Source: an optimization exercise on an open RTL-to-GDS flow (aim: small area, a short achievable clock period and few clock cycles per item). Production flows keep margins and buffers that such runs may drop.
Function was checked by simulation only, so behaviour that the tests miss may differ from the original.

==> inputs of build 74 <==
Design halton_sequence_generator_unit, start of the top module:
module halton_sequence_generator_unit #(
	parameter int DIMS       = 8,
	parameter int FRAC_WIDTH = 16
) (
	input  logic        clk,
	input  logic        arst_n,
	input  logic        s_tvalid,
	output logic        s_tready,
	input  logic [15:0] s_tdata,    
	output logic        m_tvalid,
	input  logic        m_tready,
	output logic [71:0] m_tdata,    
	output logic [0:0]  m_tuser,    
	output logic        m_tlast,
	input  logic        cfg_valid,
	output logic        cfg_ready,
	input  logic [3:0]  cfg_data    
);
	logic       n_valid, n_rst;
	logic [7:0] n_s;
	logic [3:0] n_c;
	logic [7:0] hold, taken, ovf, xfer_d;
	logic [2:0] q;
	logic [7:0] qh;
	logic       load, adv;
	logic [15:0] num [8];
	logic [3:0]  k [8];
	hsg_ctrl u_ctrl (
		.clk       (clk),
		.arst_n    (arst_n),
		.s_tvalid  (s_tvalid),
		.s_tready  (s_tready),
		.s_tdata   (s_tdata),
		.cfg_valid (cfg_valid),
		.cfg_ready (cfg_ready),
		.cfg_data  (cfg_data),
		.m_tready  (m_tready),
		.hold      (hold),
		.taken     (taken),
		.n_valid   (n_valid),
		.n_rst     (n_rst),
		.n_s       (n_s),
		.n_c       (n_c),
		.m_tvalid  (m_tvalid),
		.m_tlast   (m_tlast),
		.q         (q),
		.qh        (qh),
		.load      (load),
		.adv       (adv),
		.xfer_d    (xfer_d)
	);
	hsg_dpath2 u_dim0 (
		.clk(clk), .arst_n(arst_n), .n_valid(n_valid), .n_rst(n_rst), .n_s(n_s), .n_c(n_c),
		.xfer(xfer_d[0]), .hold(hold[0]), .taken(taken[0]),
		.num(num[0][14:0]), .k(k[0]), .ovf(ovf[0]));
	assign num[0][15] = 1'b0;
	generate
	hsg_dpath #(.IDX(1), .P(3), .E(2), .B(9), .K(5), .KP(10), .W(16), .DB(4), .ND(3)) u_dim1 ( 
		.clk(clk), .arst_n(arst_n), .n_valid(n_valid), .n_rst(n_rst), .n_s(n_s), .n_c(n_c), 
		.xfer(xfer_d[1]), .hold(hold[1]), .taken(taken[1]), 
		.num(num[1][16-1:0]), .k(k[1]), .ovf(ovf[1])); 
	if (16 < 16) begin : g_pad1 assign num[1][15:16] = '0; end
	hsg_dpath #(.IDX(2), .P(5), .E(2), .B(25), .K(3), .KP(6), .W(14), .DB(5), .ND(2)) u_dim2 ( 
		.clk(clk), .arst_n(arst_n), .n_valid(n_valid), .n_rst(n_rst), .n_s(n_s), .n_c(n_c), 
		.xfer(xfer_d[2]), .hold(hold[2]), .taken(taken[2]), 
		.num(num[2][14-1:0]), .k(k[2]), .ovf(ovf[2])); 
	if (14 < 16) begin : g_pad2 assign num[2][15:14] = '0; end
  ...
make LEC_CHECK=0 CAP_MARGIN=20 CORE_MARGIN=2 CORE_UTILIZATION=55 SETUP_SLACK_MARGIN=5.0 SLEW_MARGIN=20 finish   # period 10.0 ns
run.sh (not shown) runs the stock make flow with config.mk's settings and CLKGATE_MAP_FILE= SYNTH_SCRIPT=/design/flow/synth_recipe.tcl, a recipe that flattens the netlist after the stock synthesis.
==> trial 85: changes against build 74 <==
--- a/flow/design.v
+++ b/flow/design.v
@@ -2840,43 +2840,24 @@
 	logic        nv_q, noc_q;
 	logic [12:0] n_q;
 	logic        cv_q;
 	logic [2:0]  q_q;
 	logic        ov_q, ol_q, sr_q;
 	logic [7:0]  qh_q, ls_q;     
-	logic        accept, last, claim;
+	logic        accept, last, claim, free;
 	logic [3:0]  cap;
 	assign cfg_ready = 1'b1;
 	assign s_tready  = sr_q;
 	assign accept    = s_tvalid && !nv_q;
 	assign cap       = (active_q > 4'd8) ? 4'd8 : active_q;
 	assign adv      = !ov_q || m_tready;
-	logic avail;
-	assign avail    = cv_q && |(hold & qh_q);
+	assign load     = adv && cv_q && |(hold & qh_q);
 	assign last     = |(qh_q & ls_q);
-	assign xfer_d   = {8{adv}} & (avail ? qh_q : 8'd0);
-	logic       cl_n [2];
-	logic       nv_n [2], noc_n [2], cv_n [2], sr_n [2];
-	logic [2:0] q_n [2];
-	logic [7:0] qh_n [2];
-	genvar ga;
-	generate
-		for (ga = 0; ga < 2; ga++) begin : g_adv
-			logic ld, fr;
-			assign ld        = (ga == 1) && avail;
-			assign cl_n[ga]  = nv_q && !noc_q && (!cv_q || (ld && last));
-			assign fr        = nv_q && (&taken) && (noc_q || cl_n[ga]);
-			assign sr_n[ga]  = !(accept || (nv_q && !fr));
-			assign nv_n[ga]  = accept ? 1'b1 : fr ? 1'b0 : nv_q;
-			assign noc_n[ga] = accept ? 1'b0 : (!fr && cl_n[ga]) ? 1'b1 : noc_q;
-			assign cv_n[ga]  = cl_n[ga] ? (n_q[12:9] != 4'd0) : ld ? !last : cv_q;
-			assign q_n[ga]   = cl_n[ga] ? 3'd0 : ld ? (last ? 3'd0 : q_q + 3'd1) : q_q;
-			assign qh_n[ga]  = cl_n[ga] ? 8'd1 : ld ? (last ? 8'd1 : {qh_q[6:0], qh_q[7]}) : qh_q;
-		end
-	endgenerate
-	assign claim = adv ? cl_n[1] : cl_n[0];
+	assign xfer_d   = load ? qh_q : 8'd0;
+	assign claim    = nv_q && !noc_q && (!cv_q || (load && last));
+	assign free     = nv_q && (&taken) && (noc_q || claim);
 	always_ff @(posedge clk or negedge arst_n) begin
 		if (!arst_n) begin
 			active_q <= hsg_pkg::ACTIVE_RESET;
 			nv_q     <= 1'b0;
 			noc_q    <= 1'b0;
 			cv_q     <= 1'b0;
@@ -2884,25 +2865,40 @@
 			qh_q     <= 8'd1;
 			ov_q     <= 1'b0;
 			sr_q     <= 1'b1;
 		end else begin
 			if (cfg_valid)
 				active_q <= cfg_data;
-			sr_q  <= adv ? sr_n[1]  : sr_n[0];
-			nv_q  <= adv ? nv_n[1]  : nv_n[0];
-			noc_q <= adv ? noc_n[1] : noc_n[0];
-			cv_q  <= adv ? cv_n[1]  : cv_n[0];
-			q_q   <= adv ? q_n[1]   : q_n[0];
-			qh_q  <= adv ? qh_n[1]  : qh_n[0];
-			ov_q  <= adv ? avail : 1'b1;
+			sr_q <= !(accept || (nv_q && !free));
+			if (accept) begin
+				nv_q  <= 1'b1;
+				noc_q <= 1'b0;
+			end else if (free) begin
+				nv_q  <= 1'b0;
+			end else if (claim) begin
+				noc_q <= 1'b1;
+			end
+			if (claim) begin
+				cv_q <= (n_q[12:9] != 4'd0);
+				q_q  <= 3'd0;
+				qh_q <= 8'd1;
+			end else if (load) begin
+				cv_q <= !last;
+				q_q  <= last ? 3'd0 : q_q + 3'd1;
+				qh_q <= last ? 8'd1 : {qh_q[6:0], qh_q[7]};
+			end
+			if (load)
+				ov_q <= 1'b1;
+			else if (m_tready)
+				ov_q <= 1'b0;
 		end
 	end
 	always_ff @(posedge clk) begin
 		if (accept)
 			n_q <= {cap, s_tdata[8:1], s_tdata[0]};
-		if (adv ? cl_n[1] : cl_n[0])
+		if (claim)
 			ls_q <= (n_q[12:9] == 4'd0) ? 8'd0 : (8'd1 << (n_q[11:9] - 3'd1));
 		if (adv)
 			ol_q <= last;
 	end
 	assign n_valid = nv_q;
 	assign n_rst   = n_q[0];
@@ -2985,41 +2981,33 @@
 	logic            took_q;
 	logic [2:0]      j_q;
 	logic            done_q;
 	logic [K*DB-1:0] ring_q;
 	logic [ND*DB-1:0] sh_q;     
 	logic [3:0]      cy_q;      
-	logic [DB:0]     u_q;       
 	logic [W-1:0]    acc_q;
 	logic [3:0]      k_q;
 	logic            ovf_q;
 	logic [6:0]      x_q;       
 	logic            part_q;    
 	logic            upd_q;     
 	logic            sat_q;     
-	logic fresh_q;
-	logic act, start, start_run, clr, step, rst_e;
-	assign rst_e     = n_rst || fresh_q;
+	logic act, start, start_run, clr, step;
 	assign act       = (n_c > 4'(IDX));
 	assign start     = (ph_q == S_IDLE) && n_valid && !took_q;
-	assign start_run = start && act && !(ovf_q && !rst_e);
-	assign clr       = start && rst_e;
+	assign start_run = start && act && !(ovf_q && !n_rst);
+	assign clr       = start && n_rst;
 	assign step      = (ph_q == S_RUN);
 	logic [DB+1:0]    t;
 	logic [1:0]       co;
 	logic             one_dig;
 	logic [DB-1:0]    r;
 	logic [6:0]       hf, hp;    
 	logic [ND*DB-1:0] hd;
-	hsg_add #(.W(DB+2), .N(2)) u_tadd (
-		.a((DB+2)'(u_q)), .b((DB+2)'(cy_q)), .c('0), .cin(1'b0), .y(t));
-	logic [DB-1:0] un_a, un_b;
-	logic [DB:0]   u_new;
-	assign un_a  = step ? ring_q[2*DB-1:DB] : (clr ? '0 : ring_q[DB-1:0]);
-	assign un_b  = step ? sh_q[2*DB-1:DB] : hd[DB-1:0];
-	assign u_new = (DB+1)'(un_a) + (DB+1)'(un_b);
+	hsg_add #(.W(DB+2), .N(3)) u_tadd (
+		.a((DB+2)'(ring_q[DB-1:0])), .b((DB+2)'(sh_q[DB-1:0])), .c((DB+2)'(cy_q)), .cin(1'b0), .y(t));
 	logic [5:0]       t6;
 	assign t6 = 6'(t);
 	generate
 		if (B == 9) begin : g_t9
 			assign hd = hsg_pkg::hdig9(n_s[7:4]);
 			assign {co, one_dig, r, hp, hf} = hsg_pkg::gnorm9(t6);
@@ -3093,60 +3081,56 @@
 		end
 	endgenerate
 	localparam int HN = (B == 9 || B == 7 || B == 17) ? 2 : 3;
 	hsg_add #(.W(W), .N(HN)) u_add (.a(op_a), .b(op_b), .c(op_c), .cin(op_ci), .y(acc_new));
 	always_ff @(posedge clk or negedge arst_n) begin
 		if (!arst_n) begin
-			ph_q    <= S_IDLE;
-			took_q  <= 1'b0;
-			fresh_q <= 1'b1;
+			ph_q   <= S_IDLE;
+			took_q <= 1'b0;
+			ring_q <= '0;
+			k_q    <= 4'd0;
+			ovf_q  <= 1'b0;
 		end else begin
 			took_q <= n_valid && (took_q || start);
-			if (start)
-				fresh_q <= 1'b0;
+			if (clr) begin
+				ring_q <= '0;
+				k_q    <= 4'd0;
+				ovf_q  <= 1'b0;
+			end
 			if (start && act)
 				ph_q <= start_run ? S_RUN : S_HOLD;
 			if (ph_q == S_LAG)
 				ph_q <= S_HOLD;
 			if (ph_q == S_HOLD && xfer)
 				ph_q <= S_IDLE;
-			if (step && last)
-				ph_q <= S_LAG;
-		end
-	end
-	always_ff @(posedge clk) begin
-		if (clr) begin
-			ring_q <= '0;
-			k_q    <= 4'd0;
-			ovf_q  <= 1'b0;
-		end
-		if (step) begin
-			ring_q <= {r, ring_q[K*DB-1:DB]};
-			if (done_now)
-				k_q <= (r == '0) ? 4'd0 : part ? k_part : k_full;
-			if (ovf_now) begin
-				k_q   <= 4'(KP);
-				ovf_q <= 1'b1;
+			if (step) begin
+				ring_q <= {r, ring_q[K*DB-1:DB]};
+				if (last)
+					ph_q <= S_LAG;
+				if (done_now)
+					k_q <= (r == '0) ? 4'd0 : part ? k_part : k_full;
+				if (ovf_now) begin
+					k_q   <= 4'(KP);
+					ovf_q <= 1'b1;
+				end
 			end
 		end
 	end
 	always_ff @(posedge clk) begin
 		upd_q  <= step && !done_q;
 		sat_q  <= step && ovf_now;
 		x_q    <= part ? hp : hf;
 		part_q <= part;
 		if (start_run) begin
 			sh_q   <= hd;
 			cy_q   <= n_s[3:0];
-			u_q    <= u_new;
 			j_q    <= 3'd0;
 			done_q <= 1'b0;
 		end else if (step) begin
 			sh_q   <= {{DB{1'b0}}, sh_q[ND*DB-1:DB]};
 			cy_q   <= 4'(co);
-			u_q    <= u_new;
 			j_q    <= j_q + 3'd1;
 			done_q <= done_q || done_now;
 		end
 		if (start_run)
 			acc_q <= '0;
 		else if (sat_q)
@@ -3171,73 +3155,68 @@
 	output logic         hold,
 	output logic         taken,
 	output logic [14:0]  num,
 	output logic [3:0]   k,
 	output logic         ovf
 );
-	logic        hold_q, took_q, ovf_q, len_q, fresh_q, rst_e;
+	logic        hold_q, took_q, ovf_q, len_q;
 	logic [14:0] n_q;
 	logic [3:0]  k_q;
 	logic        act, start;
 	logic [15:0] sum;
 	logic [3:0]  len;
 	assign act   = (n_c != 4'd0);
 	assign start = !hold_q && !len_q && n_valid && !took_q;
-	assign rst_e = n_rst || fresh_q;
 	hsg_add #(.W(16), .N(2)) u_add (.a({1'b0, n_q}), .b({8'd0, n_s}), .c(16'd0), .cin(1'b0), .y(sum));
 	always_comb begin
 		len = 4'd0;
 		for (int i = 0; i < 15; i++)
 			if (n_q[i])
 				len = 4'(i + 1);
 	end
 	always_ff @(posedge clk or negedge arst_n) begin
 		if (!arst_n) begin
-			hold_q  <= 1'b0;
-			len_q   <= 1'b0;
-			took_q  <= 1'b0;
-			fresh_q <= 1'b1;
+			hold_q <= 1'b0;
+			len_q  <= 1'b0;
+			took_q <= 1'b0;
+			n_q    <= 15'd0;
+			k_q    <= 4'd0;
+			ovf_q  <= 1'b0;
 		end else begin
 			took_q <= n_valid && (took_q || start);
 			len_q <= start && act;
-			if (start)
-				fresh_q <= 1'b0;
-			if (len_q)
+			if (len_q) begin
 				hold_q <= 1'b1;
+				k_q    <= len;
+			end
 			if (hold_q && xfer)
 				hold_q <= 1'b0;
-		end
-	end
-	always_ff @(posedge clk) begin
-		if (len_q)
-			k_q <= len;
-		if (start && rst_e) begin
-			n_q   <= 15'd0;
-			k_q   <= 4'd0;
-			ovf_q <= 1'b0;
-		end
-		if (start && act && rst_e) begin
-			n_q   <= 15'(n_s);
-		end else if (start && act && !ovf_q) begin
-			if (sum[15]) begin
-				n_q   <= 15'h7fff;
-				ovf_q <= 1'b1;
-			end else begin
-				n_q   <= sum[14:0];
+			if (start && n_rst) begin
+				n_q   <= 15'd0;
+				k_q   <= 4'd0;
+				ovf_q <= 1'b0;
+			end
+			if (start && act && n_rst) begin
+				n_q   <= 15'(n_s);
+			end else if (start && act && !ovf_q) begin
+				if (sum[15]) begin
+					n_q   <= 15'h7fff;
+					ovf_q <= 1'b1;
+				end else begin
+					n_q   <= sum[14:0];
+				end
 			end
 		end
 	end
-	logic [14:0] rv, s1, s2, s4;
 	always_comb begin
-		for (int i = 0; i < 15; i++)
-			rv[i] = n_q[14-i];
+		num = 15'd0;
+		for (int t = 0; t < 15; t++)
+			for (int b = 0; b < 15; b++)
+				if (32'(k_q) == b + t + 1)
+					num[t] = n_q[b];
 	end
-	assign s1  = k_q[0] ? rv : (rv >> 1);
-	assign s2  = k_q[1] ? s1 : (s1 >> 2);
-	assign s4  = k_q[2] ? s2 : (s2 >> 4);
-	assign num = k_q[3] ? s4 : (s4 >> 8);
 	assign hold  = hold_q;
 	assign taken = took_q || start;
 	assign k     = k_q;
 	assign ovf   = ovf_q;
 endmodule
 module halton_sequence_generator_unit #(
CORE_UTILIZATION = 70   (was 55)
==> comparison <==
Final area: trial 85 is lower than build 74 (about 2.3%). Trial 85 completed with no timing, DRC or antenna violations. Build 74 went through all stages and came out clean. Against build 74, the sequential share of layout area of trial 85 is lower by 1.2 points. Of build 74 and trial 85, trial 85 has the higher first-iteration DRC count (gap about 33%, measured against trial 85). Of trial 85 and build 74, trial 85 has the higher global-route usage (gap 9.2 points). Against trial 85, the via count of build 74 is lower by 6.8%.
Testbench counts of build 74, summed over its fixed seeds: cycles 3,136, items 384.
Testbench counts of trial 85, summed over its fixed seeds: cycles 3,136, items 384.

what the ideal ports hide:
How much do the figures lean on ideal ports? The routed layouts below were timed once more, with nothing changed but the port constraints. Step 1: set_driving_cell puts a clkbuf_16 on clk and a buf_2 on each other input, an assumption about the parent block. Step 2 adds t to the input delays and takes it off the output delays; t is the mean of the earliest and latest rising clock arrival at the registers after step 1. Input paths then give back, and output paths get back, about the clock's delay inside the block. Three values: ideal ports, drivers, drivers and shift; two values: the first two.
run	t, ns	setup slack, ns	slew at the worst register clock pin (ns)	worst slew at a driven data input, ns
build 74	0.702	5.456 / 5.456 / 5.456	0.07 / 0.07	0.04
trial 85	0.699	5.307 / 5.307 / 4.870	0.07 / 0.07	0.06
After both steps every run listed still meets setup and hold. For trial 85, which loses most, drivers alone change the setup slack by 0.000 ns; drivers and shift together by -0.437 ns.
